From an optimization exercise on the open Yosys and OpenROAD flow, aimed at small area, a short achievable clock period and few clock cycles per item; shortcuts taken in it are not production practice.
Function was checked by simulation only, so behaviour that the tests miss may differ from the original.

// arima_serial_core
module arima_serial_core
#(
    parameter int N     = 32,
    parameter int Q     = 15,
    parameter int P_MAX = 8,
    parameter int Q_MAX = 8,
    parameter int D_MAX = 2
) (
    input  logic                         clk,
    input  logic                         rst_n,
    input  logic                         clr,
    input  logic [$clog2(P_MAX+1)-1:0]   cfg_p,
    input  logic [$clog2(Q_MAX+1)-1:0]   cfg_q,
    input  logic [$clog2(D_MAX+1)-1:0]   cfg_d,
    input  logic [P_MAX*N-1:0]           ar_coef,
    input  logic [Q_MAX*N-1:0]           ma_coef,
    input  logic signed [N-1:0]          cont,
    input  logic signed [N-1:0]          kalman_beta,
    output logic                         overflow,
    output logic                         busy,
    input  logic                         in_valid,
    output logic                         in_ready,
    input  logic signed [N-1:0]          in_data,
    output logic                         out_valid,
    input  logic                         out_ready,
    output logic signed [N-1:0]          out_data
);
Settings: LEC_CHECK=0, CAP_MARGIN=20, CORE_MARGIN=2, CORE_UTILIZATION=55, CTS_CLUSTER_DIAMETER=80, CTS_CLUSTER_SIZE=30, PLACE_DENSITY=0.7, SLEW_MARGIN=20; clock period 14.0 ns.
standard.sh (not shown) runs the stock make flow with config.mk's settings and CLKGATE_MAP_FILE= SYNTH_SCRIPT=/design/flow/synth_recipe.tcl, a recipe that flattens the netlist after the stock synthesis.
==> flow/flow/run.sh <==
#!/bin/bash
# Own flow: the standard layout, with two changes to how it is made:
#  - the port buffers are the smallest buffer (sky130_fd_sc_hd__buf_1) instead of
#    buffer_ports' default choice;
#  - timing repair aims for 9.9 ns of setup slack (a 4.1 ns period) (it stops at what it can reach), so it
#    works on the design's slowest paths even though the 14 ns clock is met.
# Synthesis, floorplan, power grid, tap cells, the clock and the SDC are the standard flow's.
set -euo pipefail
export BUFFER_PORTS_ARGS="-buffer_cell sky130_fd_sc_hd__buf_1"
export SETUP_SLACK_MARGIN=9.9
bash standard.sh > standard_flow.log 2>&1
Testbench counts at the start, summed over its fixed seeds: cycles 24,139, items 2,560.
Edit:
- CORE_UTILIZATION: 55 -> 40
- CTS_CLUSTER_DIAMETER: 80 -> default
- CTS_CLUSTER_SIZE: 30 -> default
- PLACE_DENSITY: 0.7 -> default
The changed run finished with timing, DRC and antenna clean; area after synthesis is unchanged; die area goes up by well over a third; final cell count grows by a little under a tenth.

---

## build 32
Another version of the RTL of arima_serial_core (not shown whole).
Size: ~1000 flip-flops, roughly 76000 um2 of cells after synthesis.
clock: 14.0 ns
lec_check: 0
cap_margin: 20
core_margin: 2
core_utilization: 40
slew_margin: 20
Scripts as last shown in full above: flow/flow/run.sh
Both conditions hold for build 32: the flow ran to the end and the final layout passed the timing, DRC and antenna checks.
Testbench counts of build 32, summed over its fixed seeds: cycles 24,131, items 2,560.
#### Input delta (build 91 over build 32)
- SETUP_SLACK_MARGIN now 0.4, previously not set
==> flow/run.sh (new file) <==
#!/bin/bash
# synth_recipe.tcl (not shown) runs the flow's synth.tcl, then flattens the netlist and writes it again
# the make line also repeats each setting of config.mk as NAME=value (left out here)
make -C /OpenROAD-flow-scripts/flow DESIGN_CONFIG=/design/flow/config.mk WORK_HOME=/design/flow/orfs CLKGATE_MAP_FILE= SYNTH_SCRIPT=/design/flow/synth_recipe.tcl finish
removed: flow/flow/run.sh
removed: flow/standard.sh
Per the comparison of build 91 with build 32, part of the cycle the worst path needs shows an increase of 7.5 points; slew of the pin with the lowest slew margin shows an increase of 160 ps; first-pass GRT wire length shows a reduction of 4.3%; total of clock buffers placed in the layout shows an increase of 2. Clock network area share: build 91 vs build 32 — no meaningful difference. Build 91 ended up with a lower worst setup slack for register-to-register paths than build 32 did. Taking build 32 as the reference, in build 91 placed wire-length estimate after detailed placement about even; final cell count fell 2.5%.

---

run B:
arima_serial_core, a different RTL version from the one above (not shown whole).
Size in the first run: roughly 1,000 flip-flops, roughly 660 I/O pins, ~0.077 sq mm of cells after synthesis.
==> flow/design.v (excerpt) <==
module arima_serial_core
#(
    parameter int N     = 32,
    parameter int Q     = 15,
    parameter int P_MAX = 8,
    parameter int Q_MAX = 8,
    parameter int D_MAX = 2
) (
    input  logic                         clk,
    input  logic                         rst_n,
    input  logic                         clr,
    input  logic [$clog2(P_MAX+1)-1:0]   cfg_p,
    input  logic [$clog2(Q_MAX+1)-1:0]   cfg_q,
    input  logic [$clog2(D_MAX+1)-1:0]   cfg_d,
    input  logic [P_MAX*N-1:0]           ar_coef,
    input  logic [Q_MAX*N-1:0]           ma_coef,
    input  logic signed [N-1:0]          cont,
    input  logic signed [N-1:0]          kalman_beta,
    output logic                         overflow,
    output logic                         busy,
    input  logic                         in_valid,
    output logic                         in_ready,
    input  logic signed [N-1:0]          in_data,
    output logic                         out_valid,
    input  logic                         out_ready,
    output logic signed [N-1:0]          out_data
);
clock: 14.0 ns
lec_check: 0
cap_margin: 20
core_margin: 2
core_utilization: 40
setup_slack_margin: 0.4
slew_margin: 20
run.sh (not shown) runs the stock make flow with config.mk's settings and CLKGATE_MAP_FILE= SYNTH_SCRIPT=/design/flow/synth_recipe.tcl, a recipe that flattens the netlist after the stock synthesis.
Stock flow here: none of the scripts above is used.
Run B did not stop at any stage, and its layout met the timing, DRC and antenna checks.
Testbench counts of run B, summed over its fixed seeds: cycles 24,123, items 2,560.
The inputs of run X differ from those of run B as listed below.
# run B
export LEC_CHECK = 0
export CAP_MARGIN = 20
export CORE_MARGIN = 2
export CORE_UTILIZATION = 40
export SETUP_SLACK_MARGIN = 0.4
export SLEW_MARGIN = 20
create_clock -name core_clock -period 14.0 [get_ports {clk}]
# run X
export LEC_CHECK = 0
export ABC_CLOCK_PERIOD_IN_PS = 3500
export CAP_MARGIN = 20
export CORE_MARGIN = 2
export CORE_UTILIZATION = 40
export SETUP_SLACK_MARGIN = 0.4
export SLEW_MARGIN = 20
create_clock -name core_clock -period 14.0 [get_ports {clk}]
==> comparison <==
- Run X finished end to end and its layout was clean on timing, DRC and antenna.
- The die area on run X is in line with that on run B.
- Reported for run X and run B, timing-limited maximum frequency turned out identical to the last digit.
- Diff run X..run B | number of buffers other than clock buffers in the final layout | unchanged
- Reported for run X and run B, minimum clock period after layout turned out identical to the last digit.
- Re total via count in the routed design: no difference whatsoever between run X and run B.

-- afterwards: timing with drivers on the ports --
In the flow no input, the clock included, has a driving cell. The finished layouts below were timed again as built, in two steps. Step 1 sets driving cells, clkbuf_16 on the clock port and buf_2 on the other inputs (assumed; they add their load-dependent delay and slew). Step 2 moves the port delays by t, midway between the first and last clock arrival at a register: inputs arrive t later, outputs are due t later. That takes back most of the time a late clock gives input paths. Three values: ideal, step 1, step 2; two values: the first two.
| run | t (ns) | setup WS [ns] | hold WS [ns] | worst register clock-pin slew, ns | worst slew at a driven data input, ns |
|---|---|---|---|---|---|
| the first run of note 1 | 0.791 | 9.674 / 9.598 / 9.168 | 0.412 / 0.412 / 0.412 | 0.11 / 0.11 | 0.34 |
| the second run of note 1 | 0.852 | 9.742 / 9.664 / 9.090 | 0.403 / 0.403 / 0.403 | 0.09 / 0.09 | 0.30 |
| build 32 | 0.854 | 9.065 / 9.065 / 9.030 | 0.433 / 0.433 / 0.433 | 0.08 / 0.08 | 0.33 |
| build 91 | 0.830 | 8.016 / 8.016 / 8.016 | 0.423 / 0.423 / 0.423 | 0.07 / 0.07 | 0.38 |
| run B | 0.869 | 6.946 / 6.946 / 6.946 | 0.427 / 0.427 / 0.427 | 0.07 / 0.07 | 0.37 |
| run X | 0.869 | 6.946 / 6.946 / 6.946 | 0.427 / 0.427 / 0.427 | 0.07 / 0.07 | 0.37 |
After both steps setup and hold are still met in every run listed. For the second run of note 1, which loses most, drivers alone change the setup slack by -0.078 ns; drivers and shift together by -0.652 ns.
